Context: an optimization exercise on an open-source flow, tuned for small area, a short achievable clock period and few clock cycles per item. The choices shown serve that exercise and are no tape-out recipe. Where RTL was checked, it was by simulation tests only, not by an equivalence proof against the original. No functional check of the RTL was part of run 1. Power and IR drop assume default switching activity.

<file path="flow/flow/run.sh">
#!/bin/bash
set -euo pipefail
bash standard.sh SETUP_SLACK_MARGIN=9.1 ADDER_MAP_FILE= \
   "BUFFER_PORTS_ARGS=-buffer_cell sky130_fd_sc_hd__buf_1" finish > standard.log 2>&1
</file>
<file path="flow/standard.sh">
#!/bin/bash
# synth_recipe.tcl (not shown) runs the flow's synth.tcl, then flattens the netlist and writes it again
# the make line also repeats each setting of config.mk as NAME=value (left out here)
make -C /OpenROAD-flow-scripts/flow DESIGN_CONFIG=/design/flow/config.mk WORK_HOME=/design/flow/orfs CLKGATE_MAP_FILE= SYNTH_SCRIPT=/design/flow/synth_recipe.tcl "${@:-finish}"
</file>
<file path="flow/config.mk">
export PLATFORM = sky130hd
export DESIGN_NAME = int_float_compare_bitmask_packer
export DESIGN_NICKNAME = int_float_compare_bitmask_packer
export VERILOG_FILES = /design/flow/design.v
export SDC_FILE = /design/flow/constraint.sdc
export NUM_CORES = 4
export LEC_CHECK = 0
export CAP_MARGIN = 20
export CORE_MARGIN = 2
export CORE_UTILIZATION = 55
export CTS_CLUSTER_DIAMETER = 100
export CTS_CLUSTER_SIZE = 30
export SLEW_MARGIN = 20
</file>
<file path="flow/constraint.sdc">
create_clock -name core_clock -period 13.0 [get_ports {clock}]
set_input_delay 2.6000 -clock core_clock [delete_from_list [all_inputs] [get_ports {clock}]]
set_output_delay 2.6000 -clock core_clock [all_outputs]
set_load 0.01 [all_outputs]
</file>
<file path="flow/design.v">
package ifcb_pkg;
   localparam logic [1:0] OP_EQ = 2'd0;
   localparam logic [1:0] OP_LT = 2'd1;
   localparam logic [1:0] OP_GT = 2'd2;
   localparam logic [1:0] REG_WIDTH = 2'd0;
   localparam logic [1:0] REG_ORDER = 2'd1;
   localparam logic [1:0] REG_OP    = 2'd2;
   localparam logic [1:0] W8  = 2'd0;
   localparam logic [1:0] W16 = 2'd1;
   localparam logic [1:0] W32 = 2'd2;
   localparam logic [1:0] W64 = 2'd3;
   localparam int ALEV = 2;
   typedef struct packed {
      logic [1:0] width_code;
      logic       int_on_left;
      logic [1:0] op;
   } cfg_type;
   typedef struct packed {
      logic        sf;      
      logic        fnan;    
      logic        fzero;   
      logic        fsml;    
      logic        fone;    
      logic        fbig;    
      logic        e53;     
      logic [3:0]  k;       
      logic        mzero;   
      logic        m0;      
   } fcls_type;
   typedef struct packed {
      logic [63:0] xr;      
      logic [64:0] v;       
      logic [5:0]  sa;      
      logic        st;      
      fcls_type    c;
   } sa_type;
   typedef struct packed {
      logic        fixed;   
      logic        flt;     
      logic        feq;     
      logic        fgt;     
      logic        s;       
      logic        e53;     
      logic [3:0]  k;       
      logic        mzero;   
      logic        m0;      
      logic        fz;      
      logic        c11;     
      logic        gh;      
      logic        ph;      
      logic        p11;     
      logic        zall;    
      logic        oall;    
      logic [10:0] rl;      
   } sb_type;
endpackage
module ifcb_step_a (
   input  logic [63:0]     int_elem,
   input  logic [63:0]     float_bits,
   output ifcb_pkg::sa_type o
);
   logic [10:0] ef;
   logic [51:0] m;
   always_comb begin
      o.xr       = int_elem;
      ef         = float_bits[62:52];
      m          = float_bits[51:0];
      o.c.sf     = float_bits[63];
      o.c.mzero  = (m == 52'd0);
      o.c.m0     = m[0];
      o.c.fnan   = (ef == 11'h7ff) && !o.c.mzero;
      o.c.fzero  = (ef == 11'd0) && o.c.mzero;
      o.c.fsml   = !ef[10];
      o.c.fone   = (ef == 11'd1023);
      o.c.fbig   = (ef >= 11'd1087);
      o.c.e53    = (ef >= 11'd1076);
      o.c.k      = 4'(ef - 11'd1076);
      o.sa = ~ef[5:0];
      o.v  = {1'b1, m, 12'd0};
      o.st = 1'b0;
      for (int l = 5; l > 5 - ifcb_pkg::ALEV; l--) begin
         if (o.sa[l]) begin
            o.st = o.st | (|(o.v & ((65'd1 << (1 << l)) - 65'd1)));
            o.v  = o.v >> (1 << l);
         end
      end
   end
endmodule
module ifcb_step_b (
   input  ifcb_pkg::sa_type i,
   input  logic [1:0]      width_code,
   output ifcb_pkg::sb_type o
);
   logic [64:0] v;
   logic        st;
   logic        s;
   logic [63:0] x;
   logic [63:0] xs;
   logic [63:0] g;
   logic [63:0] pp;
   logic [63:0] gg;
   logic [11:0] c;
   logic [10:0] lg;
   logic [10:0] lp;
   logic [63:0] tg;
   logic [63:0] tp;
   logic [63:12] tz;
   logic [63:12] to;
   logic [10:0] rl;
   logic        xzero;
   logic        xone;
   logic        cl, ce, cg;
   always_comb begin
      v  = i.v;
      st = i.st;
      for (int l = 5 - ifcb_pkg::ALEV; l >= 0; l--) begin
         if (i.sa[l]) begin
            st = st | (|(v & ((65'd1 << (1 << l)) - 65'd1)));
            v  = v >> (1 << l);
         end
      end
      g       = v[63:0];
      o.fz    = st;
      o.e53   = i.c.e53;
      o.k     = i.c.k;
      o.mzero = i.c.mzero;
      o.m0    = i.c.m0;
      unique case (width_code)
         ifcb_pkg::W8:  x = {{56{i.xr[7]}}, i.xr[7:0]};
         ifcb_pkg::W16: x = {{48{i.xr[15]}}, i.xr[15:0]};
         ifcb_pkg::W32: x = {{32{i.xr[31]}}, i.xr[31:0]};
         default:       x = i.xr;
      endcase
      s       = x[63];
      xs      = x ^ {64{!s}};
      o.s     = s;
      xzero   = !s && (&xs);
      xone    = (&xs[63:1]) && (s == xs[0]);
      pp      = g ^ xs;
      gg      = g & xs;
      lg    = gg[10:0];
      lp    = pp[10:0];
      lg[0] = gg[0] | (pp[0] & !s);
      for (int lv = 0; lv < 4; lv++) begin
         for (int b = 0; b < 11; b++) begin
            if (((b >> lv) & 1) == 1) begin
               int src;
               src = ((b >> lv) << lv) - 1;
               lg[b] = lg[b] | (lp[b] & lg[src]);
               lp[b] = lp[b] & lp[src];
            end
         end
      end
      c[0] = !s;
      for (int b = 0; b < 11; b++)
         c[b+1] = lg[b];
      rl    = pp[10:0] ^ c[10:0];
      o.c11 = c[11];
      for (int b = 0; b < 64; b++) begin
         tg[b] = (b >= 11 && b < 64) ? gg[b] : 1'b0;
         tp[b] = (b >= 11 && b < 64) ? pp[b] : 1'b1;
      end
      for (int w = 1; w < 64; w = w * 2) begin
         for (int b = 0; b < 64; b += 2 * w) begin
            tg[b] = tg[b + w] | (tp[b + w] & tg[b]);
            tp[b] = tp[b + w] & tp[b];
         end
      end
      o.gh = tg[0];
      o.ph = tp[0];
      o.p11 = pp[11];
      for (int b = 12; b < 64; b++) begin
         tz[b] = (pp[b] == (gg[b-1] | pp[b-1]));
         to[b] = (pp[b] != gg[b-1]);
      end
      o.zall = (&tz[63:12]) && (gg[63] | pp[63]);
      o.oall = (&to[63:12]) && !gg[63];
      o.rl = rl;
      cl = 1'b0;
      ce = 1'b0;
      cg = 1'b0;
      if (i.c.fbig)
         cl = 1'b1;
      else if (i.c.fone) begin
         if (xzero) cl = 1'b1;
         else if (xone) begin
            if (i.c.mzero) ce = 1'b1;
            else cl = 1'b1;
         end else cg = 1'b1;
      end else begin
         if (!xzero) cg = 1'b1;
         else if (i.c.fzero) ce = 1'b1;
         else cl = 1'b1;
      end
      o.fixed = i.c.fnan || (s != i.c.sf) || i.c.fbig || i.c.fsml;
      if (i.c.fnan) begin
         o.flt = 1'b0; o.feq = 1'b0; o.fgt = 1'b0;
      end else if (xzero && i.c.fzero) begin
         o.flt = 1'b0; o.feq = 1'b1; o.fgt = 1'b0;
      end else if (s != i.c.sf) begin
         o.flt = s; o.feq = 1'b0; o.fgt = !s;
      end else if (!s) begin
         o.flt = cl; o.feq = ce; o.fgt = cg;
      end else begin
         o.flt = cg; o.feq = ce; o.fgt = cl;
      end
   end
endmodule
module ifcb_step_c (
   input  ifcb_pkg::sb_type i,
   input  logic            int_on_left,
   input  logic [1:0]      op,
   output logic            hit
);
   logic [10:0] nl;
   logic [3:0]  jp;
   logic lz;
   logic winp;
   logic winn;
   logic rneg;
   logic hz;
   logic ho;
   logic rz;
   logic qneg;
   logic eqwin;
   logic cl, ce, cg;
   logic lt, eq, gt;
   function automatic logic below(logic [10:0] val, logic [3:0] j);
      below = ((val >> j) == 11'd0);
   endfunction
   always_comb begin
      lz    = (i.rl == 11'd0);
      nl    = ~i.rl;
      jp    = i.mzero ? i.k - 4'd1 : i.k;
      winp  = lz || (!(i.mzero && i.k == 4'd0)
                     && (below(i.rl, jp) || (i.rl == (11'd1 << jp) && !i.m0)));
      winn  = below(nl, i.k) && !(nl == ((11'd1 << i.k) - 11'd1) && i.m0);
      rneg  = !(i.gh | (i.ph & i.c11));
      hz    = i.zall && (i.p11 == i.c11);
      ho    = i.oall && (i.p11 != i.c11);
      rz    = hz && lz;
      qneg  = !rneg && !rz;
      eqwin = (hz && winp) || (ho && winn);
      cl = 1'b0;
      ce = 1'b0;
      cg = 1'b0;
      if (!i.e53) begin
         if (rz) begin
            if (i.fz) cl = 1'b1;
            else ce = 1'b1;
         end else if (qneg) cl = 1'b1;
         else cg = 1'b1;
      end else begin
         if (eqwin) ce = 1'b1;
         else if (qneg) cl = 1'b1;
         else cg = 1'b1;
      end
      if (i.fixed) begin
         lt = i.flt; eq = i.feq; gt = i.fgt;
      end else if (!i.s) begin
         lt = cl; eq = ce; gt = cg;
      end else begin
         lt = cg; eq = ce; gt = cl;
      end
      unique case (op)
         ifcb_pkg::OP_EQ: hit = eq;
         ifcb_pkg::OP_LT: hit = int_on_left ? lt : gt;
         default:         hit = int_on_left ? gt : lt;
      endcase
   end
endmodule
module ifcb_pack #(
   parameter int QD = 3           
) (
   input  logic        clock,
   input  logic        reset,
   input  logic        in_valid,    
   input  logic        in_hit,
   input  logic        in_last,
   output logic [1:0]  queued,      
   output logic        absorb,      
   output logic        out_valid,
   input  logic        out_ready,
   output logic [63:0] out_word,
   output logic [6:0]  out_count,
   output logic        out_final
);
   logic [QD-1:0] qh_ff, qh_in;
   logic [QD-1:0] ql_ff, ql_in;
   logic [1:0]    qc_ff, qc_in;
   logic [63:0]   word_ff, word_in;
   logic [63:0]   dec;
   logic          clr;
   logic          seth;
   logic [6:0]    cnt_ff, cnt_in;
   logic          ov_ff, ov_in;
   logic          fresh_ff, fresh_in;    
   logic          fin_ff, fin_in;
   logic          qe;
   logic          src_valid;
   logic          src_hit;
   logic          src_last;
   logic          can;
   logic          start;
   logic          close;
   int            n;
   always_comb begin
      qe        = (qc_ff == 2'd0);
      src_valid = !qe || in_valid;
      src_hit   = qe ? in_hit : qh_ff[0];
      src_last  = qe ? in_last : ql_ff[0];
      can       = !ov_ff || out_ready;
      absorb    = src_valid && can;
      start     = ov_ff || fresh_ff;
      close     = src_last || (!start && cnt_ff == 7'd63);
      n = int'(qc_ff) + int'(in_valid) - int'(absorb);
      qc_in = 2'(n);
      qh_in = qh_ff;
      ql_in = ql_ff;
      for (int j = 0; j < QD; j++) begin
         if (absorb) begin
            if (j + 1 < int'(qc_ff)) begin
               qh_in[j] = qh_ff[j+1];
               ql_in[j] = ql_ff[j+1];
            end else if (j + 1 == int'(qc_ff)) begin
               qh_in[j] = in_hit;
               ql_in[j] = in_last;
            end
         end else if (j == int'(qc_ff)) begin
            qh_in[j] = in_hit;
            ql_in[j] = in_last;
         end
      end
      dec  = 64'd1 << cnt_ff[5:0];
      clr  = absorb && start;
      seth = absorb && src_hit;
      for (int b = 0; b < 64; b++) begin
         if (b == 0)
            word_in[b] = clr ? src_hit : (word_ff[b] || (seth && dec[b]));
         else
            word_in[b] = !clr && (word_ff[b] || (seth && dec[b]));
      end
      cnt_in   = absorb ? (start ? 7'd1 : cnt_ff + 7'd1) : cnt_ff;
      fin_in   = absorb ? src_last : fin_ff;
      ov_in    = absorb ? close : (ov_ff && !out_ready);
      fresh_in = absorb ? 1'b0 : (fresh_ff || (ov_ff && out_ready));
   end
   always_ff @(posedge clock) begin
      if (reset) begin
         qc_ff    <= 2'd0;
         ov_ff    <= 1'b0;
         fresh_ff <= 1'b1;
      end else begin
         qc_ff    <= qc_in;
         ov_ff    <= ov_in;
         fresh_ff <= fresh_in;
      end
      qh_ff   <= qh_in;
      ql_ff   <= ql_in;
      cnt_ff  <= cnt_in;
      fin_ff  <= fin_in;
      word_ff <= word_in;
   end
   assign queued    = qc_ff;
   assign out_valid = ov_ff;
   assign out_word  = word_ff;
   assign out_count = cnt_ff;
   assign out_final = fin_ff;
endmodule
module int_float_compare_bitmask_packer (
   input  logic        clock,
   input  logic        reset,
   input  logic        req_valid,
   output logic        req_ready,
   input  logic [63:0] req_int_elem,
   input  logic [63:0] req_float_bits,
   input  logic        req_last_item,
   output logic        rsp_valid,
   input  logic        rsp_ready,
   output logic [63:0] rsp_mask_word,
   output logic [6:0]  rsp_valid_bits,
   output logic        rsp_final_word,
   input  logic        csr_valid,
   output logic        csr_ready,
   input  logic [1:0]  csr_index,
   input  logic [63:0] csr_data
);
   ifcb_pkg::cfg_type cfg_ff, cfg_in;
   ifcb_pkg::sa_type  sa_d, sa_ff;
   ifcb_pkg::sb_type  sb_d, sb_ff;
   logic              va_ff, va_in;
   logic              vb_ff;
   logic              la_ff;
   logic              lb_ff;
   logic              rdy_ff, rdy_in;
   logic              hit;
   logic [1:0]        queued_ff;
   logic [1:0]        owed;
   logic              absorb;
   assign csr_ready = 1'b1;
   always_comb begin
      cfg_in = cfg_ff;
      if (csr_valid) begin
         unique case (csr_index)
            ifcb_pkg::REG_WIDTH: cfg_in.width_code  = csr_data[1:0];
            ifcb_pkg::REG_ORDER: cfg_in.int_on_left = csr_data[0];
            ifcb_pkg::REG_OP:    cfg_in.op          = csr_data[1:0];
            default:   cfg_in = cfg_ff;
         endcase
      end
   end
   ifcb_step_a u_a (
      .int_elem   (req_int_elem),
      .float_bits (req_float_bits),
      .o          (sa_d)
   );
   ifcb_step_b u_b (
      .i          (sa_ff),
      .width_code (cfg_ff.width_code),
      .o          (sb_d)
   );
   assign req_ready = rdy_ff;
   assign va_in     = req_valid && rdy_ff;
   assign owed      = 2'(3'(queued_ff) + 3'(va_ff) + 3'(vb_ff));
   assign rdy_in    = !(((owed == 2'd3) || ((owed == 2'd2) && va_in)) && !absorb);
   always_ff @(posedge clock) begin
      if (reset) begin
         cfg_ff.width_code  <= ifcb_pkg::W64;
         cfg_ff.int_on_left <= 1'b1;
         cfg_ff.op          <= ifcb_pkg::OP_EQ;
         va_ff  <= 1'b0;
         vb_ff  <= 1'b0;
         rdy_ff <= 1'b1;
      end else begin
         cfg_ff <= cfg_in;
         va_ff  <= va_in;
         vb_ff  <= va_ff;
         rdy_ff <= rdy_in;
      end
      sa_ff <= sa_d;
      la_ff <= req_last_item;
      sb_ff <= sb_d;
      lb_ff <= la_ff;
   end
   ifcb_step_c u_c (
      .i           (sb_ff),
      .int_on_left (cfg_ff.int_on_left),
      .op          (cfg_ff.op),
      .hit         (hit)
   );
   ifcb_pack #(.QD(3)) u_pack (
      .clock     (clock),
      .reset     (reset),
      .in_valid  (vb_ff),
      .in_hit    (hit),
      .in_last   (lb_ff),
      .queued    (queued_ff),
      .absorb    (absorb),
      .out_valid (rsp_valid),
      .out_ready (rsp_ready),
      .out_word  (rsp_mask_word),
      .out_count (rsp_valid_bits),
      .out_final (rsp_final_word)
   );
endmodule
</file>
==> flow_summary.toml, run 1 <==
[run_status]
outcome = "timing/DRC/antenna clean"

[timing]
maxSlewHeadroom = 0.509
hold_viol = 0
fin_worst_skew_ps = 31.5
fin_crit_sh = 0.301
period_needed_ps = 3910
slew_violations = 0
whs_ps = 332
clock.fmax_mhz = 256
rsz0062_at_grt = "yes"
setup_violations = 0
tns_ps = 0
worstMarginPinSlew_ps = 718

[logic_synthesis]
yosysSeqAreaShare = 0.316
syn_area_per_cell_um2 = 8.55
ys_warn_count = 7
yosysUniqueCellTypes = 81
netlist_top_cells_area = "dfxtp_1, mux4_2, mux2i_1"
synthFlopType = "dfxtp_1"
synth_cells = 2035
synth_area_um2 = 17400
yosysTopAreaCellShare = 0.292
async_reset_ff_frac = 0
ys_ff_latch = 268
synth_nets = 2235
yosys.area.top_type = "dfxtp_1"
synth_edf_count = 14

[routing]
drt_iter0_markers = 1295
vias = 16300
wirelength_mm = 54.8
route.detailed.drc = 0
firstDrtPassIters = 5
routed_via_density = 6.27
wl_per_cell_um = 21.1
antenna_left = 0

[floorplanning]
dieArea_um2 = 33100
start_util = 0.554
fp-row-count = 65
core_um2 = 31400
die-width_um = 182
io_pins = 275
die_y_um = 182

[layout]
nets = 2392
area_growth_pct = 14.9
final_cell_mix = "nand2_1, dfxtp_1, buf_1"
final_common_cell = "nand2_1"
drive_gt1_frac = 0.148
design_area_um2 = 20000
utilization = 0.637

[critical_path]
crit_slowest_cell = "mux4_2"
worst-setup-path-type = "flop to flop"
cp-end-kind = "flop"
critical_path.max_stage_delay_ps = 570
start_kind = "flop"
path_depth = 13
r2r_cells = 13
crit_buf_inv = 1
arrival_ps = 4290
crit_chain = "buf_6 > mux4_2 > mux2_2 > mux2i_2 > or2_2 > nand2_1 > nor4_1 > nand4_1 > nor3_2 > nand3_2 > a31oi_2 > a211oi_1 > o21ai_1"
path_max_fanout = 12
required_ps = 13380
cpLargestDelayFamily = "simple AND/OR/NAND/NOR gates"

[pwr]
powerDensity_nw_per_um2 = 113
p_leak_nw = 7.49
vdd_ir_drop_max_mv = 0.155

[global_route]
grtUsageMet2 = 0.522
grt_pass1_vias = 14800
grt_pass1_wl_mm = 82.6
gr-usage-all-layers = 0.315
gr-usage-met1 = 0.428
met3_usage = 0.0373
antenna_found_initial = 1
global_route.overflow_total = 0
busiest_layer = "met2"
grt_max_degree = 86

[place]
place_hpwl_mm = 40.9
portBuffers = 211
place_area_um2 = 18300
gp_congestion = 1.05

[clock_network]
cts_sinks = 268
path_clk_slew_ps = 110
clock-root-buffer = "clkbuf_16"
cts_made_buffers = 14
clockBufferDepth = 3
clk_latency_ps = 520
cts_tree = "built"
htreeDepth = 1

[min_path]
hold_path.class = "flop to flop"
min_path_cells = 0

[run]
cap_viol_max_count = 0
## cells in the mapped netlist (17+ instances only)
cell type and number:
nor2_1 111, nand3_1 36, o41ai_1 32, xor2_1 48, buf_1 21, o21ai_0 130
nor3_1 35, a31oi_1 17, a211oi_1 22, xnor2_1 119, nand4_1 19, buf_2 19
nor4_1 42, mux4_2 53, mux2i_1 118, nand2_1 284, and2_1 22, nor2b_1 53
o211ai_1 21, clkbuf_1 78, a21oi_1 96, inv_1 32, and3_1 35, nand2b_1 29
mux2_2 47, dfxtp_1 254
## cell type report
class	count	area (um2)
multi-input cells	1600	11800
inverters	37	156
clock inverters	3	70.1
fillers	2776	11400
diodes	1	2.50
clock buffers	19	390
well taps	402	503
repair buffers	271	1540
flip-flops and latches	268	5540
## report_power, final
group	switching (mW)	leakage, nW	internal [mW]
clock network	0.285	0.221	0.226
registers	0.0927	2.24	0.884
logic	0.447	5.03	0.320
## flip-flops by register name (all words and copies together), names as in the netlist, 2 cells and up
signal / flops
cfg_ff: 5
sa_ff: 146
sb_ff: 30
u_pack.cnt_ff: 7
u_pack.qc_ff: 2
u_pack.qh_ff: 3
u_pack.ql_ff: 3
u_pack.word_ff: 64
## routing by layer
layer	share of wire	wire, um
met1	0.43	23600
met2	0.47	25700
met3	0.062	3410
met4	0.039	2120
met5	0	0
## worst reg2reg max path, delay by kind of cell, from the launching register on
kind / cells / cell delay, ps
AOI/OAI and AO/OA: 3 / 550
buffers and inverters: 1 / 210
DFF: 1 / 440
muxes: 3 / 1170
and+or+nand+nor: 6 / 1440
## logic make-up after synthesis
logic type,count (synthesis),synth area share
other cells,1,0.000215
mux,218,0.167
flops,268,0.316
fa+ha+maj,5,0.00288
xor+xnor,167,0.0840
simple gates,736,0.209
buf+inv,168,0.0419
compound gates,472,0.179
## through the flow
stage               cells  worst slack, ps  power (mW)
finish               2601             9090        2.25
global route         2600             9040        2.36
CTS                  2571             9000        2.20
detailed placement   2532             7690        1.67
global placement     2532             7740        1.66
floorplan            2035             8930        1.48
## worst paths after layout
check | slack, ps | end | start
worst max-delay path | 9090 | sb_ff[15]$_DFF_P_ | sa_ff[16]$_DFF_P_
worst min-delay path | 330 | sb_ff[21]$_DFF_P_ | sa_ff[3]$_DFF_P_
worst max register to register | 9090 | sb_ff[15]$_DFF_P_ | sa_ff[16]$_DFF_P_
worst min register to register | 330 | sb_ff[21]$_DFF_P_ | sa_ff[3]$_DFF_P_
## what timing repair did
action	CTS	global route
endpoints found under the setup margin	79	49
hold buffers	0	0
pin swaps	5	17
gates cloned	4	4
buffers inserted	13	25
resized for setup	70	89
==> run 2, diff against run 1 <==
--- a/flow/design.v
+++ b/flow/design.v
@@ -32,7 +32,10 @@
       logic [64:0] v;       
       logic [5:0]  sa;      
       logic        st;      
-      fcls_type    c;
+      logic [4:0]  eh;      
+      logic        sf;      
+      logic        mzero;   
+      logic        m0;      
    } sa_type;
    typedef struct packed {
       logic        fixed;   
@@ -65,16 +68,10 @@
       o.xr       = int_elem;
       ef         = float_bits[62:52];
       m          = float_bits[51:0];
-      o.c.sf     = float_bits[63];
-      o.c.mzero  = (m == 52'd0);
-      o.c.m0     = m[0];
-      o.c.fnan   = (ef == 11'h7ff) && !o.c.mzero;
-      o.c.fzero  = (ef == 11'd0) && o.c.mzero;
-      o.c.fsml   = !ef[10];
-      o.c.fone   = (ef == 11'd1023);
-      o.c.fbig   = (ef >= 11'd1087);
-      o.c.e53    = (ef >= 11'd1076);
-      o.c.k      = 4'(ef - 11'd1076);
+      o.sf       = float_bits[63];
+      o.mzero    = (m == 52'd0);
+      o.m0       = m[0];
+      o.eh       = ef[10:6];
       o.sa = ~ef[5:0];
       o.v  = {1'b1, m, 12'd0};
       o.st = 1'b0;
@@ -91,6 +88,8 @@
    input  logic [1:0]      width_code,
    output ifcb_pkg::sb_type o
 );
+   logic [10:0] ef;
+   ifcb_pkg::fcls_type fc;
    logic [64:0] v;
    logic        st;
    logic        s;
@@ -111,6 +110,17 @@
    logic        xone;
    logic        cl, ce, cg;
    always_comb begin
+      ef        = {i.eh, ~i.sa};
+      fc.sf     = i.sf;
+      fc.mzero  = i.mzero;
+      fc.m0     = i.m0;
+      fc.fnan   = (ef == 11'h7ff) && !i.mzero;
+      fc.fzero  = (ef == 11'd0) && i.mzero;
+      fc.fsml   = !ef[10];
+      fc.fone   = (ef == 11'd1023);
+      fc.fbig   = (ef >= 11'd1087);
+      fc.e53    = (ef >= 11'd1076);
+      fc.k      = 4'(ef - 11'd1076);
       v  = i.v;
       st = i.st;
       for (int l = 5 - ifcb_pkg::ALEV; l >= 0; l--) begin
@@ -121,10 +131,10 @@
       end
       g       = v[63:0];
       o.fz    = st;
-      o.e53   = i.c.e53;
-      o.k     = i.c.k;
-      o.mzero = i.c.mzero;
-      o.m0    = i.c.m0;
+      o.e53   = fc.e53;
+      o.k     = fc.k;
+      o.mzero = fc.mzero;
+      o.m0    = fc.m0;
       unique case (width_code)
          ifcb_pkg::W8:  x = {{56{i.xr[7]}}, i.xr[7:0]};
          ifcb_pkg::W16: x = {{48{i.xr[15]}}, i.xr[15:0]};
@@ -179,25 +189,25 @@
       cl = 1'b0;
       ce = 1'b0;
       cg = 1'b0;
-      if (i.c.fbig)
+      if (fc.fbig)
          cl = 1'b1;
-      else if (i.c.fone) begin
+      else if (fc.fone) begin
          if (xzero) cl = 1'b1;
          else if (xone) begin
-            if (i.c.mzero) ce = 1'b1;
+            if (fc.mzero) ce = 1'b1;
             else cl = 1'b1;
          end else cg = 1'b1;
       end else begin
          if (!xzero) cg = 1'b1;
-         else if (i.c.fzero) ce = 1'b1;
+         else if (fc.fzero) ce = 1'b1;
          else cl = 1'b1;
       end
-      o.fixed = i.c.fnan || (s != i.c.sf) || i.c.fbig || i.c.fsml;
-      if (i.c.fnan) begin
+      o.fixed = fc.fnan || (s != fc.sf) || fc.fbig || fc.fsml;
+      if (fc.fnan) begin
          o.flt = 1'b0; o.feq = 1'b0; o.fgt = 1'b0;
-      end else if (xzero && i.c.fzero) begin
+      end else if (xzero && fc.fzero) begin
          o.flt = 1'b0; o.feq = 1'b1; o.fgt = 1'b0;
-      end else if (s != i.c.sf) begin
+      end else if (s != fc.sf) begin
          o.flt = s; o.feq = 1'b0; o.fgt = !s;
       end else if (!s) begin
          o.flt = cl; o.feq = ce; o.fgt = cg;
==> flow/flow/run.sh (replaced) <==
#!/bin/bash
set -euo pipefail
bash standard.sh SETUP_SLACK_MARGIN=9.25 ADDER_MAP_FILE= \
   "BUFFER_PORTS_ARGS=-buffer_cell sky130_fd_sc_hd__buf_1" finish > standard.log 2>&1
==> run 2 against run 1 <==
  * Critical path depth decreased by 2
  * Wire length shrank 1.5%
  * Sequential cell count fell by 2
  * Die area fell by 0.59%
  * Clock skew rose by 0.58 ps
  * Clock power grew 4.7%
  * First-iteration DRC count increased by 17%
  * Global-route usage rose by 0.12 points
  * Design area fell by 2.7%
  * Worst setup slack better by 160 ps
  * Core utilization fell by 0.44 points
  * Critical path type unchanged
  * Largest cell class unchanged
  * Largest power group unchanged
==> flow_summary.toml, run 2 <==
[logic_synthesis]
yosysSeqAreaShare = 0.316
synth_cells = 2049
yosysUniqueCellTypes = 87
netlist_top_cells_area = "dfxtp_1, mux4_2, mux2i_1"
syn_area_per_cell_um2 = 8.44
ys_warn_count = 7
ys_ff_latch = 266
synth_nets = 2249
synthFlopType = "dfxtp_1"
synth_edf_count = 14
yosysMostFrequentCell = "dfxtp_1"
yosysTopAreaCellShare = 0.292
async_reset_ff_frac = 0
yosys.area.top_type = "dfxtp_1"
synth_area_um2 = 17300
synth_common_cells = "dfxtp_1, nand2_1, nor2_1"

[routing]
wl_per_cell_um = 20.8
vias = 16200
route.detailed.drc = 0
drt_iter0_markers = 1511
antenna_left = 0
routed_via_density = 6.23
wirelength_mm = 54.0
firstDrtPassIters = 6

[layout]
final_cell_mix = "dfxtp_1, buf_1, nand2_1"
final_cells = 2597
top_regs = "sa_ff (144), u_pack.word_ff (64), sb_ff (30)"
regMostFlops = "sa_ff"
regArea_um2 = 5480
diodes = 0
drive_gt1_frac = 0.124
multi_input_area_um2 = 11400
fillers = 2806
final_common_cell = "dfxtp_1"
nets = 2393
largest_reg_flops = 144
area_growth_pct = 12.4

[timing]
maxSlewHeadroom = 0.348
period_needed_ps = 3750
worstMarginPinSlew_ps = 977
tns_ps = 0
setup_violations = 0
slew_violations = 0
fin_crit_sh = 0.288
hold_viol = 0
clock.fmax_mhz = 267
rsz0062_at_grt = "yes"
fin_worst_skew_ps = 32.1

[clock_network]
path_clk_slew_ps = 110
cts_made_buffers = 14
cts_tree = "built"
htreeDepth = 1
cts_sinks = 266
clockBufferDepth = 3
clock-root-buffer = "clkbuf_16"
cts_hold_buf = 0
clk_latency_ps = 520

[global_route]
global_route.overflow_total = 0
grt_pass1_vias = 15000
grt_max_degree = 77
antenna_found_initial = 0
gr-usage-all-layers = 0.317
grt_pass1_wl_mm = 83.7

[critical_path]
start_kind = "flop"
cp-end-kind = "flop"
worst-setup-path-type = "flop to flop"
arrival_ps = 4180
required_ps = 13430
path_max_fanout = 15

[place]
gp_congestion = 1.04
portBuffers = 211
place_hpwl_mm = 40.7
dp.cells = 2540

[pwr]
clkPwrFrac = 0.212
power.switching_mw = 0.994
p_leak_nw = 7.36
vdd_ir_drop_max_mv = 0.144
power_frac_seq = 0.399
powerDensity_nw_per_um2 = 130
p_int_mw = 1.53
power_frac_comb = 0.389
swShare = 0.394

[floorplanning]
core_um2 = 30700
die_y_um = 181
die-width_um = 181
start_util = 0.563
io_pins = 275
dieArea_um2 = 32900
fp-row-count = 64

[run]
cap_viol_max_count = 0

[min_path]
hold_path.class = "flop to flop"

[run_status]
outcome = "timing/DRC/antenna clean"
-- run 2: cell count changes after synthesis, moves of 17 or more --
cell,change
nor2_1,+93
nand2_1,-78
a31oi_1,+35
a22o_1,+32
o41ai_1,-32
mux2i_1,-20
nor2b_1,-20
nor3_1,+19
xnor2_1,-17
-- run 2: power by group through the flow --
| stage | combinational [mW] | sequential [mW] | clock [mW] |
|---|---|---|---|
| 6_report | 0.981 | 1.01 | 0.535 |
| 5_1_grt | 1.07 | 1.02 | 0.575 |
| 4_1_cts | 0.929 | 1.00 | 0.550 |
| 3_5_place_dp | 0.881 | 1.03 | 0 |
| 3_3_place_gp | 0.871 | 1.03 | 0 |
| 2_1_floorplan | 0.705 | 0.965 | 0 |
-- run 2: final timing paths --
| check | startpoint | endpoint | slack [ps] | cells after the start |
|---|---|---|---|---|
| min reg2reg | la_ff$_DFF_P_ | lb_ff$_DFF_P_ | 330 | 0 |
| max | sa_ff[11]$_DFF_P_ | sb_ff[12]$_DFF_P_ | 9250 | 11 |
| max reg2reg | sa_ff[11]$_DFF_P_ | sb_ff[12]$_DFF_P_ | 9250 | 11 |
| min | la_ff$_DFF_P_ | lb_ff$_DFF_P_ | 330 | 0 |
-- run 2: area by class of cell --
| cell class | instances | area share |
|---|---|---|
| clock inverters | 6 | 0.00508 |
| multi-input cells | 1602 | 0.585 |
| repair buffers | 264 | 0.0719 |
| clock buffers | 18 | 0.0199 |
| inverters | 45 | 0.0105 |
| well taps | 396 | 0.0255 |
| flip-flops and latches | 266 | 0.282 |
-- run 2: layer usage --
metal	part of all wire	global-route usage	vias to the layer above
met5	0	0	-
met4	0.037	0.108	0
met3	0.059	0.0359	102
met2	0.47	0.535	591
met1	0.43	0.422	7736
li1	-	-	7759
-- run 2: logic make-up after synthesis --
family                     synth area share
AOI/OAI and AO/OA                     0.182
buffers and inverters                0.0453
other                              0.000217
DFF                                   0.316
adders and majority gates           0.00289
and+or+nand+nor                       0.218
xor gates and xnor gates             0.0719
muxes                                 0.163
-- run 2: timing repair --
| item | CTS | global route |
|---|---|---|
| cloned | 2 | 3 |
| gates resized for setup | 69 | 53 |
| setup buffers | 11 | 17 |
| endpoints found under the setup margin | 88 | 76 |
| hold endpoints to repair | 0 | 0 |
| pin swaps | 5 | 10 |
-- run 2: per-stage QoR --
stage	hold WS (ps)	instance area (um2)	utilization	power (mW)	setup slack [ps]
detailed placement	313	18200	0.591	1.91	8070
global placement	312	18200	0.591	1.90	8010
finish	331	19400	0.632	2.52	9250
CTS	335	19100	0.620	2.48	9120
global route	338	19400	0.632	2.66	9110
floorplan	310	17400	-	1.67	9260
-- run 2: worst max-delay path, stage by stage (launching register included) --
cell and delay (ps):
dfxtp_4 420, buf_16 180, mux4_2 560, mux2_2 320, or2_1 280, a211oi_2 260, and2b_2 270, buf_4 160
a221oi_1 320, nand4_1 120, or4_1 590, nor3_4 200
Testbench counts of run 2, summed over its fixed seeds: cycles 16,396, items 16,012.
==> run 3, diff against run 2 <==
==> flow/flow/run.sh (replaced) <==
#!/bin/bash
set -euo pipefail
bash standard.sh SETUP_SLACK_MARGIN=9.1 ADDER_MAP_FILE= \
   "BUFFER_PORTS_ARGS=-buffer_cell sky130_fd_sc_hd__buf_1" finish > standard.log 2>&1
--- a/flow/config.mk
+++ b/flow/config.mk
@@ -5,9 +5,8 @@
 export SDC_FILE = /design/flow/constraint.sdc
 export NUM_CORES = 4
 export LEC_CHECK = 0
+export ABC_AREA = 1
 export CAP_MARGIN = 20
 export CORE_MARGIN = 2
 export CORE_UTILIZATION = 55
-export CTS_CLUSTER_DIAMETER = 100
-export CTS_CLUSTER_SIZE = 30
 export SLEW_MARGIN = 20
==> run 3 against run 2 <==
  * Register-to-register slack gained 80 ps
  * First-iteration DRC count shrank 0.53%
  * Worst setup slack lost 97 ps
  * Sequential power is essentially flat
  * Sequential cell count is the same
  * Maximum frequency shrank 2.5%
  * Clock skew shrank 20 ps
==> flow_summary.toml, run 3 <==
[floorplanning]
io_pins = 275
die-width_um = 181
core_um2 = 30700
fp-row-count = 64
dieArea_um2 = 32800
die_y_um = 181
start_util = 0.562

[min_path]
min_path_cells = 0
hold_path.class = "flop to flop"
hold_start = "sa_ff[0]$_DFF_P_"

[timing]
fin_worst_skew_ps = 12.4
clock.fmax_mhz = 260
period_needed_ps = 3850
tns_ps = 0
rsz0062_at_grt = "yes"
slew_violations = 0
hold_viol = 0
maxSlewHeadroom = 0.368
worstMarginPinSlew_ps = 942
fin_crit_sh = 0.296
setup_violations = 0

[routing]
vias = 17100
drt_iter0_markers = 1503
firstDrtPassIters = 8
antenna_left = 0
route.detailed.drc = 0
routed_via_density = 5.44
wl_per_cell_um = 16.0
wirelength_mm = 50.2

[layout]
top_regs = "sa_ff (144), u_pack.word_ff (64), sb_ff (30)"
final_common_cell = "nand2_1"
largest_reg_flops = 144
nets = 2930
final_cell_mix = "nand2_1, inv_1, o21ai_0"
regMostFlops = "sa_ff"
area_growth_pct = 10.9
design_area_um2 = 19200
diodes = 0
drive_gt1_frac = 0.0919

[clock_network]
cts_made_buffers = 29
clockBufferDepth = 3
cts_sinks = 266
cts_tree = "built"
clk_latency_ps = 570
path_clk_slew_ps = 60
clock-root-buffer = "clkbuf_16"
htreeDepth = 1

[logic_synthesis]
synth_top_family_by_area = "simple AND/OR/NAND/NOR gates"
synthSimpleGateAreaFrac = 0.334
synth_nets = 2794
yosys.area.top_type = "dfxtp_1"
synth_compound_area_frac = 0.160
syn_area_per_cell_um2 = 6.66
post_synth_fa_ha_maj_area_fraction = 0
synth_cells = 2594
netlist_top_cells_area = "dfxtp_1, nand2_1, o21ai_0"
ys_warn_count = 7
synth_edf_count = 14
synth_area_um2 = 17300
ys_ff_latch = 266
synthFlopType = "dfxtp_1"
async_reset_ff_frac = 0
yosysMostFrequentCell = "nand2_1"
yosys-mux-area-fraction = 0.0187
yosysUniqueCellTypes = 63
synth_common_cells = "nand2_1, inv_1, o21ai_0"
yosysTopAreaCellShare = 0.292
synth_xor_area_frac = 0.0623
yosysSeqAreaShare = 0.316

[critical_path]
crit_path_start = "u_pack.cnt_ff[2]$_SDFFCE_PN0P_"
crit_buf_inv = 1
path_depth = 1
path_max_fanout = 7
crit_chain = "buf_1"
critical_path.max_stage_delay_ps = 470
r2r_cells = 16
required_ps = 10400
arrival_ps = 1250
crit_slowest_cell = "edfxtp_1"
r2r_start = "cfg_ff[4]$_SDFFE_PP1P_"
start_kind = "flop"
worst-setup-path-type = "flop to output pin"
cp-end-kind = "output pin"
cpLargestDelayFamily = "flip-flops"

[pwr]
vdd_ir_drop_max_mv = 0.179
p_leak_nw = 8.12
powerDensity_nw_per_um2 = 154

[place]
portBuffers = 211
place_hpwl_mm = 39.3
gp_congestion = 0.987
place_area_um2 = 18000

[global_route]
grt_pass1_vias = 15700
global_route.overflow_total = 0
grt_max_degree = 95
antenna_found_initial = 2
gr-usage-all-layers = 0.296
grt_pass1_wl_mm = 78.8

[run]
cap_viol_max_count = 0

[run_status]
outcome = "timing/DRC/antenna clean"
run 3: changes by cell type in the layout (fill, tap and decap cells not counted), sizes merged, moves of 34 or more:
cell and delta:
mux2 -41, a31oi -46, or2 +50, nand3 +186, a22o -36, nand2 +410, mux4 -58, and2 -34
o21ai +177, inv +261, xnor2 -50, mux2i -69
run 3: repair_timing:
item                                    4_1_cts  5_1_grt
resized for setup                             7       21
buffers inserted                              1        2
endpoints found under the setup margin       16       82
cloned                                        1        1
hold buffers                                  0        0
run 3: path summary, 6_finish.rpt:
| path | slack (ps) | to |
|---|---|---|
| hold / removal | 330 | sb_ff[18]$_DFF_P_ |
| setup reg to reg | 9330 | sb_ff[15]$_DFF_P_ |
| hold reg to reg | 330 | sb_ff[18]$_DFF_P_ |
| setup / recovery | 9150 | rsp_valid_bits[2] |
run 3: kinds of logic (layout without fill, tap and decap cells):
family                    Yosys count  in the layout
other                               1              1
and+or+nand+nor                  1246           1246
AOI/OAI and AO/OA                 491            491
buffers and inverters             436            595
xor gates and xnor gates          122            122
DFF                               266            266
muxes                              32             32
run 3: through the flow:
stage / util / worst slack (ps) / instances / power, mW / hold WS [ps]
floorplan: - / 9110 / 2594 / 1.84 / 310
global placement: 0.585 / 8180 / 3090 / 2.06 / 311
detailed placement: 0.585 / 8150 / 3090 / 2.07 / 319
CTS: 0.620 / 9030 / 3146 / 2.95 / 336
global route: 0.623 / 9050 / 3149 / 3.13 / 345
finish: 0.623 / 9150 / 3149 / 2.96 / 332
run 3: area by class of cell:
class | count | area, um2
Clock inverter | 18 | 198
Multi-Input combinational cell | 1892 | 9990
Inverter | 311 | 1180
Timing Repair Buffer | 228 | 961
Fill cell | 2966 | 11600
Sequential cell | 266 | 5470
Clock buffer | 36 | 845
Tap cell | 396 | 495
Timing Repair inverter | 2 | 12.5
run 3: per-layer routing:
layer / routed length, um / vias up / global-route usage / part of all wire
met2: 23500 / 521 / 0.508 / 0.47
met4: 2020 / 4 / 0.113 / 0.040
met1: 21900 / 7734 / 0.377 / 0.44
met3: 2820 / 123 / 0.0399 / 0.056
met5: 22 / - / 0 / 0.00044
li1: - / 8764 / - / -
run 3: report_power, final:
group / leakage [nW] / switching [mW] / internal [mW]
Combinational: 5.38 / 0.768 / 0.315
Sequential: 2.23 / 0.0839 / 0.921
Clock: 0.516 / 0.344 / 0.524
Total: 8.12 / 1.20 / 1.76
==> run 4, diff against run 3 <==
--- a/flow/config.mk
+++ b/flow/config.mk
@@ -5,8 +5,9 @@
 export SDC_FILE = /design/flow/constraint.sdc
 export NUM_CORES = 4
 export LEC_CHECK = 0
-export ABC_AREA = 1
 export CAP_MARGIN = 20
 export CORE_MARGIN = 2
-export CORE_UTILIZATION = 55
+export CORE_UTILIZATION = 45
+export CTS_CLUSTER_DIAMETER = 100
+export CTS_CLUSTER_SIZE = 30
 export SLEW_MARGIN = 20
==> run 4 against run 3 <==
  * Sequential share of layout area down 0.90 points
  * Clock skew up 21 ps
  * Combinational power down 6%
  * Final cell count down 14%
  * Worst setup slack worse by 120 ps
  * Total power down 14%
  * Sequential power about the same
  * Maximum frequency down 2.9%
  * Core utilization down 9.8 points
  * Non-clock buffer count up 39
  * Clock power down about 40%
==> flow_summary.toml, run 4 <==
[routing]
routed_via_density = 5.95
wl_met1_mm = 25.5
top_layer = "met4"
drt_iter0_markers = 1157
route.detailed.drc = 0
antenna_left = 0
wl_met3_mm = 3.21
wirelength_mm = 58.3
firstDrtPassIters = 5
wl_per_cell_um = 21.4
vias = 16200
dr_wl_met2_mm = 27.7

[critical_path]
cp-end-kind = "flop"
start_kind = "input port"
r2r_start = "sa_ff[11]$_DFF_P_"
rrSetupSlack_ps = 9110
worst-setup-path-type = "input port to flop"
required_ps = 13430
path_max_fanout = 60
r2r_cells = 14
reg2reg_to = "sb_ff[15]$_DFF_P_"
crit_slowest_cell = "buf_4"
arrival_ps = 4390
critical_path.max_stage_delay_ps = 500
crit_chain = "clkbuf_2 > buf_4 > inv_1 > nor2_2 > nand2_1 > o21ai_0"

[logic_synthesis]
synth_top_family_by_area = "simple AND/OR/NAND/NOR gates"
yosysUniqueCellTypes = 87
synth_common_cells = "dfxtp_1, nand2_1, nor2_1"
syn_area_per_cell_um2 = 8.44
netlist_top_cells_area = "dfxtp_1, mux4_2, mux2i_1"
synth_xor_area_frac = 0.0719
ys_ff_latch = 266
synthSimpleGateAreaFrac = 0.218
post_synth_fa_ha_maj_area_fraction = 0.00289
yosys.area.top_type = "dfxtp_1"
yosysSeqAreaShare = 0.316
synth_compound_area_frac = 0.182
yosysTopAreaCellShare = 0.292
synth_edf_count = 14
async_reset_ff_frac = 0
synth_area_um2 = 17300
ys_warn_count = 7
yosys-mux-area-fraction = 0.163
synthFlopType = "dfxtp_1"
yosysMostFrequentCell = "dfxtp_1"
synth_nets = 2249
synth_cells = 2049

[place]
place_area_um2 = 18300
portBuffers = 211
dp.cells = 2654
gp_congestion = 0.971
place_hpwl_mm = 44.3

[run_status]
outcome = "timing/DRC/antenna clean"

[timing]
fin_worst_skew_ps = 33.3
worstMarginPinSlew_ps = 955
tns_ps = 0
slew_violations = 0
maxSlewHeadroom = 0.358
setup_violations = 0
fin_crit_sh = 0.305
period_needed_ps = 3960
rsz0062_at_grt = "yes"
hold_viol = 0
clock.fmax_mhz = 252

[clock_network]
cts_tree = "built"
cts_made_buffers = 14
htreeDepth = 1
clock-root-buffer = "clkbuf_16"
clockBufferDepth = 3
path_clk_slew_ps = 120
cts_sinks = 266
clk_latency_ps = 540

[layout]
largest_reg_flops = 144
nets = 2396
final_cells = 2717
top_regs = "sa_ff (144), u_pack.word_ff (64), sb_ff (30)"
drive_gt1_frac = 0.136
final_cell_mix = "dfxtp_1, buf_1, nand2_1"
regMostFlops = "sa_ff"
utilization = 0.525
final_common_cell = "dfxtp_1"
fillers = 3624
design_area_um2 = 19800
area_growth_pct = 14.6

[floorplanning]
die-width_um = 200
start_util = 0.458
die_y_um = 200
dieArea_um2 = 40000
core_um2 = 37800
fp-row-count = 71
io_pins = 275

[pwr]
powerDensity_nw_per_um2 = 129
p_leak_nw = 7.43
vdd_ir_drop_max_mv = 0.145
p_total_mw = 2.55

[min_path]
hold_start = "sa_ff[0]$_DFF_P_"
hold_path.class = "flop to flop"
min_path_cells = 0
holdPathEnd = "sb_ff[18]$_DFF_P_"

[global_route]
grt_pass1_vias = 15000
grt_max_degree = 77
global_route.overflow_total = 0
gr-usage-all-layers = 0.283
grt_pass1_wl_mm = 87.0
antenna_found_initial = 1

[run]
cap_viol_max_count = 0
-- run 4: cell count changes after synthesis, moves of 43 or more --
| cell | previous run | this run |
|---|---|---|
| nand2_1 | 601 | 206 |
| inv_1 | 295 | 42 |
| o21ai_0 | 265 | 116 |
| nand3_1 | 190 | 47 |
| mux2i_1 | 30 | 98 |
| mux4_2 | 0 | 50 |
| xnor2_1 | 52 | 102 |
| a31oi_1 | 6 | 52 |
| nand3_2 | 43 | 0 |
-- run 4: layout make-up --
class | instances | area, um2 | area share
timing repair buffer | 267 | 1490 | 0.0752
multi-input combinational | 1602 | 11600 | 0.583
inverter | 45 | 184 | 0.00928
clock buffer | 18 | 387 | 0.0195
tap | 511 | 639 | 0.0322
clock inverter | 6 | 81.3 | 0.00410
sequential | 266 | 5480 | 0.276
antenna | 2 | 5.00 | 0.000252
-- run 4: worst max-delay path: cells and delay by family --
kind | cells | cell delay [ps]
AO/OA/AOI/OAI | 1 | 150
buffers and inverters | 3 | 1040
AND/OR/NAND/NOR | 2 | 590
-- run 4: cell families after synthesis --
kind of cell,after synthesis
AOI/OAI and AO/OA,483
xor gates and xnor gates,142
adders and majority gates,5
buffers and inverters,181
DFF,266
muxes,200
other,1
and+or+nand+nor,771
-- run 4: power by group --
| part | total, mW | internal (mW) | switching [mW] |
|---|---|---|---|
| logic | 1.02 | 0.393 | 0.624 |
| clock network | 0.525 | 0.226 | 0.298 |
| registers | 1.01 | 0.901 | 0.107 |
-- run 4: per-stage QoR --
step | worst slack [ps] | hold WS [ps]
after floorplan | 9110 | 310
after global placement | 7870 | 316
after detailed placement | 7850 | 314
after CTS | 9030 | 341
after global routing | 8910 | 356
final | 9040 | 340
-- run 4: what timing repair did --
item / in CTS / in global routing
cloned: 3 / 3
pin swaps: 6 / 16
endpoints found under the setup margin: 77 / 98
hold buffers: 0 / 0
buffers inserted: 19 / 12
resized for setup: 75 / 94
-- run 4: metal layers --
layer	GRT usage	vias to the layer above
met5	0	-
met4	0.0815	0
met3	0.0329	90
met2	0.478	515
met1	0.382	7789
li1	-	7760
-- run 4: worst max-delay path by stage --
stage / from / endpoint
detailed placement: sa_ff[11]$_DFF_P_ / sb_ff[11]$_DFF_P_
global route: req_float_bits[57] / sa_ff[45]$_DFF_P_
CTS: sa_ff[11]$_DFF_P_ / sb_ff[11]$_DFF_P_
global placement: sa_ff[11]$_DFF_P_ / sb_ff[11]$_DFF_P_
finish: req_float_bits[56] / sa_ff[15]$_DFF_P_
floorplan: rsp_ready / u_pack.word_ff[62]$_DFF_P_
==> run 5, diff against run 4 <==
--- a/flow/config.mk
+++ b/flow/config.mk
@@ -7,7 +7,7 @@
 export LEC_CHECK = 0
 export CAP_MARGIN = 20
 export CORE_MARGIN = 2
-export CORE_UTILIZATION = 45
+export CORE_UTILIZATION = 68
 export CTS_CLUSTER_DIAMETER = 100
 export CTS_CLUSTER_SIZE = 30
 export SLEW_MARGIN = 20
==> run 5 against run 4 <==
  * First-iteration DRC count increased by 97%
  * Clock skew decreased by 3.8 ps
  * Final cell count decreased by 7.5%
  * Register-to-register slack about the same
  * Die area decreased by 33%
  * Total power decreased by 4.4%
  * Sequential cell count unchanged
  * Design area decreased by 4.5%
  * Critical path type is now flop to flop
  * Critical endpoint is now sb_ff[11]$_DFF_P_
==> flow_summary.toml, run 5 <==
[run_status]
outcome = "timing/DRC/antenna clean"

[layout]
final_cell_mix = "dfxtp_1, buf_1, nand2_1"
nets = 2376
fillers = 1896
largest_reg_flops = 144
design_area_um2 = 18900
drive_gt1_frac = 0.104
diodes = 0
regMostFlops = "sa_ff"
area_growth_pct = 9.43
top_regs = "sa_ff (144), u_pack.word_ff (64), sb_ff (30)"
final_common_cell = "dfxtp_1"

[logic_synthesis]
synth_common_cells = "dfxtp_1, nand2_1, nor2_1"
yosysSeqAreaShare = 0.316
ys_warn_count = 7
yosysUniqueCellTypes = 87
yosys.area.top_type = "dfxtp_1"
netlist_top_cells_area = "dfxtp_1, mux4_2, mux2i_1"
synth_nets = 2249
ys_ff_latch = 266
yosysMostFrequentCell = "dfxtp_1"
synth_cells = 2049
yosysTopAreaCellShare = 0.292
synth_area_um2 = 17300
synthFlopType = "dfxtp_1"
async_reset_ff_frac = 0
synth_edf_count = 14
syn_area_per_cell_um2 = 8.44

[min_path]
min_path_cells = 0
hold_path.class = "flop to flop"
hold_start = "sa_ff[0]$_DFF_P_"
holdPathEnd = "sb_ff[18]$_DFF_P_"

[pwr]
vdd_ir_drop_max_mv = 0.156
p_leak_nw = 7.17
p_total_mw = 2.44
powerDensity_nw_per_um2 = 129

[clock_network]
cts_sinks = 266
path_clk_slew_ps = 110
clockBufferDepth = 3
cts_tree = "built"
clk_latency_ps = 520
cts_made_buffers = 13
htreeDepth = 1
clock-root-buffer = "clkbuf_16"

[global_route]
gr-usage-all-layers = 0.384
grt_pass1_vias = 15300
antenna_found_initial = 0
grt_max_degree = 77
global_route.overflow_total = 0
grt_pass1_wl_mm = 81.3

[floorplanning]
core_um2 = 25100
die-width_um = 163
io_pins = 275
fp-row-count = 58
die_y_um = 163
start_util = 0.689
dieArea_um2 = 26700

[timing]
whs_ps = 336
setup_violations = 0
clock.fmax_mhz = 257
worstMarginPinSlew_ps = 1000
rsz0062_at_grt = "yes"
hold_viol = 0
slew_violations = 0
fin_crit_sh = 0.299
tns_ps = 0
setup_ws_ps = 9110
maxSlewHeadroom = 0.331
period_needed_ps = 3890
fin_worst_skew_ps = 29.5

[critical_path]
start_kind = "flop"
r2r_start = "sa_ff[11]$_DFF_P_"
crit_chain = "buf_4 > buf_16 > mux4_1 > mux4_2 > nor3_2 > nand2b_1 > nor2_1 > a2111oi_1 > o2111ai_1 > nor4_1 > nand4_1 > nor4_2"
r2r_cells = 12
crit_slowest_cell = "mux4_1"
required_ps = 13390
path_max_fanout = 8
crit_buf_inv = 2
critical_path.max_stage_delay_ps = 600
cp-end-kind = "flop"
cpLargestDelayFamily = "simple AND/OR/NAND/NOR gates"
reg2reg_to = "sb_ff[11]$_DFF_P_"
worst-setup-path-type = "flop to flop"
arrival_ps = 4280
rrSetupSlack_ps = 9110

[routing]
antenna_left = 0
wirelength_mm = 53.3
vias = 16800
route.detailed.drc = 0
drt_iter0_markers = 2283
routed_via_density = 6.69
firstDrtPassIters = 8
wl_per_cell_um = 21.2

[place]
portBuffers = 211
place_hpwl_mm = 39.7
dp_slack_ps = 8210
gp_congestion = 1.10
place_area_um2 = 18000

[run]
cap_viol_max_count = 0
-- run 5: layout make-up --
class	count	area (um2)	share of cell area
multi-input combinational	1602	11300	0.595
sequential	266	5480	0.289
timing repair buffer	248	1210	0.0637
tap	330	413	0.0218
clock buffer	17	340	0.0180
inverter	45	181	0.00958
clock inverter	5	52.6	0.00278
-- run 5: cells by family after synthesis --
kind of cell             after synthesis  share of synthesized area
other                                  1                   0.000217
AND/OR/NAND/NOR                      771                      0.218
XOR/XNOR                             142                     0.0719
flip-flops                           266                      0.316
buffers and inverters                181                     0.0453
AO/OA/AOI/OAI                        483                      0.182
adder cells (fa/ha/maj)                5                    0.00289
multiplexers                         200                      0.163
-- run 5: where the power goes --
| group | internal, mW | total, mW | switching (mW) |
|---|---|---|---|
| Clock | 0.196 | 0.469 | 0.274 |
| Combinational | 0.365 | 0.957 | 0.592 |
| Sequential | 0.901 | 1.01 | 0.109 |
-- run 5: worst reg2reg max path: stages (launching register included) --
cell,delay (ps)
dfxtp_4,360
buf_4,180
buf_16,160
mux4_1,610
mux4_2,500
nor3_2,210
nand2b_1,190
nor2_1,60
a2111oi_1,450
o2111ai_1,180
nor4_1,320
nand4_1,210
nor4_2,340
-- run 5: repair_timing --
| item | in CTS | in global routing |
|---|---|---|
| pin swaps | 0 | 3 |
| buffers inserted | 5 | 11 |
| gates resized for setup | 29 | 49 |
| hold buffers | 0 | 0 |
| setup endpoints to repair | 74 | 102 |
| gates cloned | 1 | 3 |
-- run 5: how the worst max path moves through the flow --
stage	startpoint	to	cells past startpoint
after global routing	sa_ff[10]$_DFF_P_	sb_ff[11]$_DFF_P_	13
final	sa_ff[11]$_DFF_P_	sb_ff[11]$_DFF_P_	12
after floorplan	rsp_ready	u_pack.word_ff[62]$_DFF_P_	6
after global placement	sa_ff[11]$_DFF_P_	sb_ff[14]$_DFF_P_	11
after detailed placement	sa_ff[11]$_DFF_P_	sb_ff[14]$_DFF_P_	11
after CTS	sa_ff[11]$_DFF_P_	sb_ff[14]$_DFF_P_	11
-- run 5: layer usage --
metal,vias up,track usage,part of all wire
li1,7715,-,-
met1,7915,0.490,0.39
met2,977,0.646,0.47
met3,196,0.0561,0.087
met4,0,0.169,0.053
met5,-,0,0
-- run 5: metrics by stage --
| stage | utilization | instances |
|---|---|---|
| 2_1_floorplan | - | 2049 |
| 3_3_place_gp | 0.718 | 2471 |
| 3_5_place_dp | 0.718 | 2471 |
| 4_1_cts | 0.741 | 2499 |
| 5_1_grt | 0.754 | 2513 |
| 6_report | 0.754 | 2513 |
==> run 6, diff against run 5 <==
--- a/flow/config.mk
+++ b/flow/config.mk
@@ -7,7 +7,7 @@
 export LEC_CHECK = 0
 export CAP_MARGIN = 20
 export CORE_MARGIN = 2
-export CORE_UTILIZATION = 68
+export CORE_UTILIZATION = 60
 export CTS_CLUSTER_DIAMETER = 100
 export CTS_CLUSTER_SIZE = 30
 export SLEW_MARGIN = 20
==> run 6 against run 5 <==
  * Core utilization decreased by 8.6 points
  * Die area increased by 13%
  * Register-to-register slack about the same
  * Synthesized area unchanged
  * Via count decreased by 2.1%
  * Final cell count increased by 2.5%
  * Worst setup slack got worse by 10 ps
  * Total power increased by 1.1%
  * Critical endpoint is now sb_ff[12]$_DFF_P_
==> flow_summary.toml, run 6 <==
[logic_synthesis]
synthFlopType = "dfxtp_1"
synth_common_cells = "dfxtp_1, nand2_1, nor2_1"
synth_cells = 2049
syn_area_per_cell_um2 = 8.44
yosysTopAreaCellShare = 0.292
synth_area_um2 = 17300
netlist_top_cells_area = "dfxtp_1, mux4_2, mux2i_1"
yosysMostFrequentCell = "dfxtp_1"
ys_ff_latch = 266
ys_warn_count = 7
yosys.area.top_type = "dfxtp_1"
yosysUniqueCellTypes = 87
yosysSeqAreaShare = 0.316
async_reset_ff_frac = 0
synth_edf_count = 14
synth_nets = 2249

[timing]
slew_violations = 0
setup_ws_ps = 9100
clock.fmax_mhz = 257
setup_violations = 0
fin_crit_sh = 0.300
whs_ps = 362
period_needed_ps = 3900
rsz0062_at_grt = "yes"
fin_worst_skew_ps = 25.2
worstMarginPinSlew_ps = 977
maxSlewHeadroom = 0.348
hold_viol = 0
tns_ps = 0

[floorplanning]
dieArea_um2 = 30200
start_util = 0.606
fp-row-count = 62
die_y_um = 174
core_um2 = 28500
die-width_um = 174
io_pins = 275

[pwr]
vdd_ir_drop_max_mv = 0.142
clkPwrFrac = 0.197
powerDensity_nw_per_um2 = 129
swShare = 0.396
p_leak_nw = 7.21
p_int_mw = 1.49
power.switching_mw = 0.976
power_frac_comb = 0.394
power_frac_seq = 0.409

[place]
gp_congestion = 1.04
dp_slack_ps = 7840
dp.cells = 2527
portBuffers = 211
place_hpwl_mm = 40.7

[global_route]
grt_pass1_wl_mm = 83.3
grt_pass1_vias = 15100
grt_max_degree = 77
antenna_found_initial = 0
gr-usage-all-layers = 0.343
global_route.overflow_total = 0

[run]
cap_viol_max_count = 0

[clock_network]
htreeDepth = 1
clk_latency_ps = 510
cts_sinks = 266
cts_made_buffers = 13
cts_tree = "built"
clock-root-buffer = "clkbuf_16"
cts_hold_buf = 0
clockBufferDepth = 3
path_clk_slew_ps = 110

[critical_path]
start_kind = "flop"
rrSetupSlack_ps = 9100
path_max_fanout = 29
worst-setup-path-type = "flop to flop"
arrival_ps = 4330
required_ps = 13430
cp-end-kind = "flop"

[routing]
firstDrtPassIters = 6
wl_per_cell_um = 21.0
drt_iter0_markers = 1839
vias = 16400
routed_via_density = 6.39
wirelength_mm = 54.0
route.detailed.drc = 0
antenna_left = 0

[layout]
regMostFlops = "sa_ff"
drive_gt1_frac = 0.107
nets = 2384
largest_reg_flops = 144
final_common_cell = "dfxtp_1"
top_regs = "sa_ff (144), u_pack.word_ff (64), sb_ff (30)"
final_cells = 2575
final_cell_mix = "dfxtp_1, buf_1, nand2_1"
area_growth_pct = 10.2
utilization = 0.668
diodes = 0

[min_path]
hold_path.class = "flop to flop"

[run_status]
outcome = "timing/DRC/antenna clean"
==> run 6: cell counts after synthesis <==
No cell type changed its count.
==> run 6: what timing repair did <==
action	4_1_cts	5_1_grt
endpoints found under the setup margin	81	71
resized for setup	33	45
gates cloned	1	2
pin swaps	1	6
setup buffers	6	17
==> run 6: cells by family after synthesis <==
kind of cell | synth area share
compound gates | 0.182
xor+xnor | 0.0719
fa+ha+maj | 0.00289
buf+inv | 0.0453
flops | 0.316
mux | 0.163
other cells | 0.000217
simple gates | 0.218
==> run 6: power groups by stage <==
stage                     sequential, mW  combinational, mW  clock [mW]
after CTS                           1.00              0.911       0.493
after floorplan                    0.965              0.699           0
final                               1.01              0.971       0.486
after global routing                1.02               1.05       0.521
after global placement              1.03              0.861           0
after detailed placement            1.04              0.873           0
==> run 6: critical path, stage by stage (launching register included) <==
cell       delay (ps)
dfxtp_4           430
buf_6             210
bufbuf_16         380
mux4_2            540
mux2_2            290
nor2_1             90
a31o_2            130
nand2b_1          190
nand2_1           140
xor2_1            190
nor4_1            450
nand3_1           100
or4_1             470
nor3_4            200
==> run 6: metal layers <==
layer / GRT usage / share of wire / up-vias
met3: 0.0309 / 0.065 / 129
met1: 0.465 / 0.42 / 7842
li1: - / - / 7728
met2: 0.578 / 0.47 / 749
met5: 0 / 0 / -
met4: 0.119 / 0.042 / 0
==> run 6: cell type report <==
| type | count | area [um2] |
|---|---|---|
| Inverter | 45 | 175 |
| Clock inverter | 6 | 77.6 |
| Sequential cell | 266 | 5480 |
| Fill cell | 2441 | 9490 |
| Clock buffer | 16 | 337 |
| Multi-Input combinational cell | 1602 | 11200 |
| Timing Repair Buffer | 256 | 1260 |
| Tap cell | 384 | 480 |
==> run 6: path summary, 6_finish.rpt <==
kind | to | cells past startpoint | start
setup / recovery | sb_ff[12]$_DFF_P_ | 13 | sa_ff[11]$_DFF_P_
hold / removal | sb_ff[18]$_DFF_P_ | 0 | sa_ff[0]$_DFF_P_
setup reg to reg | sb_ff[12]$_DFF_P_ | 13 | sa_ff[11]$_DFF_P_
hold reg to reg | sb_ff[18]$_DFF_P_ | 0 | sa_ff[0]$_DFF_P_
==> run 6: stage by stage <==
stage,instance area [um2],power [mW]
2_1_floorplan,17300,1.66
3_5_place_dp,18100,1.91
3_3_place_gp,18100,1.89
6_report,19100,2.46
5_1_grt,19100,2.59
4_1_cts,18700,2.41
==> run 7, diff against run 6 <==
--- a/flow/config.mk
+++ b/flow/config.mk
@@ -7,7 +7,7 @@
 export LEC_CHECK = 0
 export CAP_MARGIN = 20
 export CORE_MARGIN = 2
-export CORE_UTILIZATION = 60
+export CORE_UTILIZATION = 55
 export CTS_CLUSTER_DIAMETER = 100
 export CTS_CLUSTER_SIZE = 30
 export SLEW_MARGIN = 20
==> run 7 against run 6 <==
  * Sequential share of layout area is 0.18 points lower
  * Design area is 0.66% higher
  * Critical path type unchanged
  * Via count is 1.9% lower
  * Clock power up 6.0%
  * Hold slack lost 14 ps
  * Highest routed layer is now met5
  * Maximum frequency is 0.74% higher
==> flow_summary.toml, run 7 <==
[layout]
design_area_um2 = 19200
top_regs = "sa_ff (144), u_pack.word_ff (64), sb_ff (30)"
largest_reg_flops = 144
area_growth_pct = 10.9
final_cell_mix = "dfxtp_1, buf_1, nand2_1"
diodes = 0
regMostFlops = "sa_ff"
fillers = 2782
nets = 2380
final_common_cell = "dfxtp_1"
drive_gt1_frac = 0.115

[logic_synthesis]
ys_ff_latch = 266
synth_cells = 2049
synthFlopType = "dfxtp_1"
yosysUniqueCellTypes = 87
yosysMostFrequentCell = "dfxtp_1"
ys_warn_count = 7
synth_edf_count = 14
yosysTopAreaCellShare = 0.292
yosysSeqAreaShare = 0.316
syn_area_per_cell_um2 = 8.44
synth_area_um2 = 17300
synth_nets = 2249
async_reset_ff_frac = 0
yosys.area.top_type = "dfxtp_1"
netlist_top_cells_area = "dfxtp_1, mux4_2, mux2i_1"
synth_common_cells = "dfxtp_1, nand2_1, nor2_1"

[routing]
route.detailed.drc = 0
drt_iter0_markers = 1334
wl_per_cell_um = 21.1
wirelength_mm = 54.6
firstDrtPassIters = 6
antenna_left = 0
vias = 16100
routed_via_density = 6.24

[timing]
worstMarginPinSlew_ps = 1000
slew_violations = 0
rsz0062_at_grt = "yes"
maxSlewHeadroom = 0.325
hold_viol = 0
fin_worst_skew_ps = 25.3
setup_violations = 0
period_needed_ps = 3870
fin_crit_sh = 0.298
tns_ps = 0
clock.fmax_mhz = 258

[critical_path]
rrSetupSlack_ps = 9130
reg2reg_to = "sb_ff[11]$_DFF_P_"
r2r_cells = 11
required_ps = 13390
cp-endpoint = "sb_ff[11]$_DFF_P_"
critical_path.max_stage_delay_ps = 570
cpMostUsedCell = "and2_1"
crit_slowest_cell = "o31ai_1"
worst-setup-path-type = "flop to flop"
path_max_fanout = 15
crit_path_start = "sa_ff[11]$_DFF_P_"
crit_chain = "bufbuf_16 > mux4_2 > and2_1 > o31ai_1 > or2_2 > and2_1 > xor2_1 > nand2_1 > a221oi_1 > nand4_1 > nor4_2"
arrival_ps = 4260
r2r_start = "sa_ff[11]$_DFF_P_"
start_kind = "flop"
cp-end-kind = "flop"

[floorplanning]
dieArea_um2 = 32900
io_pins = 275
start_util = 0.563
die_y_um = 181
core_um2 = 30700
fp-row-count = 64
die-width_um = 181

[place]
place_area_um2 = 18100
place_hpwl_mm = 41.6
gp_congestion = 0.971
portBuffers = 211

[global_route]
global_route.overflow_total = 0
grt_max_degree = 77
grt_pass1_wl_mm = 83.8
gr-usage-all-layers = 0.322
grt_pass1_vias = 15000
antenna_found_initial = 1

[clock_network]
path_clk_slew_ps = 110
cts_tree = "built"
clock-root-buffer = "clkbuf_16"
clockBufferDepth = 3
cts_made_buffers = 14
cts_hold_buf = 0
clk_latency_ps = 520
htreeDepth = 1
cts_sinks = 266

[pwr]
p_leak_nw = 7.23
vdd_ir_drop_max_mv = 0.148
powerDensity_nw_per_um2 = 130

[min_path]
min_path_cells = 0
hold_path.class = "flop to flop"

[run]
cap_viol_max_count = 0

[run_status]
outcome = "timing/DRC/antenna clean"
## run 7: cell families after synthesis
logic type | count (synthesis) | share of synthesized area
AOI/OAI and AO/OA | 483 | 0.182
xor gates and xnor gates | 142 | 0.0719
adders and majority gates | 5 | 0.00289
buffers and inverters | 181 | 0.0453
DFF | 266 | 0.316
muxes | 200 | 0.163
other | 1 | 0.000217
and+or+nand+nor | 771 | 0.218
## run 7: final cells by class
type	count	area, um2	share of cell area
Clock buffer	19	390	0.0203
Clock inverter	5	78.8	0.00411
Inverter	45	181	0.00946
Multi-Input combinational cell	1602	11300	0.590
Sequential cell	266	5480	0.286
Tap cell	396	495	0.0258
Timing Repair Buffer	251	1240	0.0645
## run 7: power breakdown
group	leakage, nW	switching, mW	internal (mW)
Sequential	2.22	0.106	0.901
Clock	0.219	0.290	0.226
Combinational	4.79	0.602	0.375
Total	7.23	0.998	1.50
## run 7: critical path: cells and delay by family (launching register included)
kind	cells	cell delay [ps]
flip-flops	1	420
AO/OA/AOI/OAI	2	890
XOR/XNOR	1	210
multiplexers	1	520
AND/OR/NAND/NOR	6	1360
buffers and inverters	1	330
## run 7: layer usage
| layer | global-route usage | vias up | wire (um) |
|---|---|---|---|
| li1 | - | 7709 | - |
| met2 | 0.544 | 655 | 25700 |
| met3 | 0.0381 | 113 | 3420 |
| met4 | 0.115 | 2 | 2240 |
| met5 | 0 | - | 13 |
| met1 | 0.425 | 7658 | 23200 |
## run 7: timing repair
| action | 4_1_cts | 5_1_grt |
|---|---|---|
| hold endpoints to repair | 0 | 0 |
| buffers inserted | 6 | 11 |
| cloned | 2 | 1 |
| pin swaps | 1 | 11 |
| endpoints found under the setup margin | 69 | 73 |
| gates resized for setup | 50 | 51 |
## run 7: metrics by stage
stage	util	instances	setup slack, ps	hold slack [ps]	power (mW)
floorplan	-	2049	9110	310	1.66
global placement	0.590	2540	7890	315	1.91
finish	0.624	2584	9130	348	2.50
CTS	0.615	2572	9050	350	2.45
detailed placement	0.590	2540	7900	326	1.92
global route	0.624	2584	8960	352	2.62
## run 7: worst min-delay path by stage
stage / start / endpoint
after global routing: sa_ff[0]$_DFF_P_ / sb_ff[18]$_DFF_P_
after detailed placement: sa_ff[0]$_DFF_P_ / sb_ff[18]$_DFF_P_
final: sa_ff[0]$_DFF_P_ / sb_ff[18]$_DFF_P_
after global placement: sa_ff[0]$_DFF_P_ / sb_ff[18]$_DFF_P_
after CTS: sa_ff[0]$_DFF_P_ / sb_ff[18]$_DFF_P_
after floorplan: la_ff$_DFF_P_ / lb_ff$_DFF_P_

static timing again, ports no longer ideal:
No port has a modelled driver above. Below, the same layouts with a new extraction and two added sets of constraints.
Step 1 sets driving cells, clkbuf_16 on the clock port and buf_2 on the other inputs (assumed; they add their load-dependent delay and slew).
Step 2 adds t to the input delays and takes it off the output delays; t is the mean of the earliest and latest rising clock arrival at the registers after step 1. Input paths then give back, and output paths get back, about the clock's delay inside the block.
a / b / c = ideal ports / drivers / drivers and shift; a / b = the first two.
run	t, ns	slack for setup (ns)	worst register clock-pin slew, ns
run 1	0.553	9.091 / 9.091 / 8.699	0.12 / 0.12
run 2	0.553	9.250 / 9.207 / 8.830	0.11 / 0.11
run 3	0.621	9.153 / 9.099 / 8.608	0.06 / 0.06
run 4	0.578	9.038 / 9.062 / 8.485	0.12 / 0.12
run 5	0.552	9.112 / 9.112 / 8.680	0.12 / 0.12
run 6	0.551	9.101 / 9.101 / 8.674	0.11 / 0.11
run 7	0.564	9.130 / 9.130 / 8.677	0.11 / 0.11
After both steps every run listed still meets setup and hold. For run 4, which loses most, drivers alone change the setup slack by +0.024 ns; drivers and shift together by -0.553 ns.
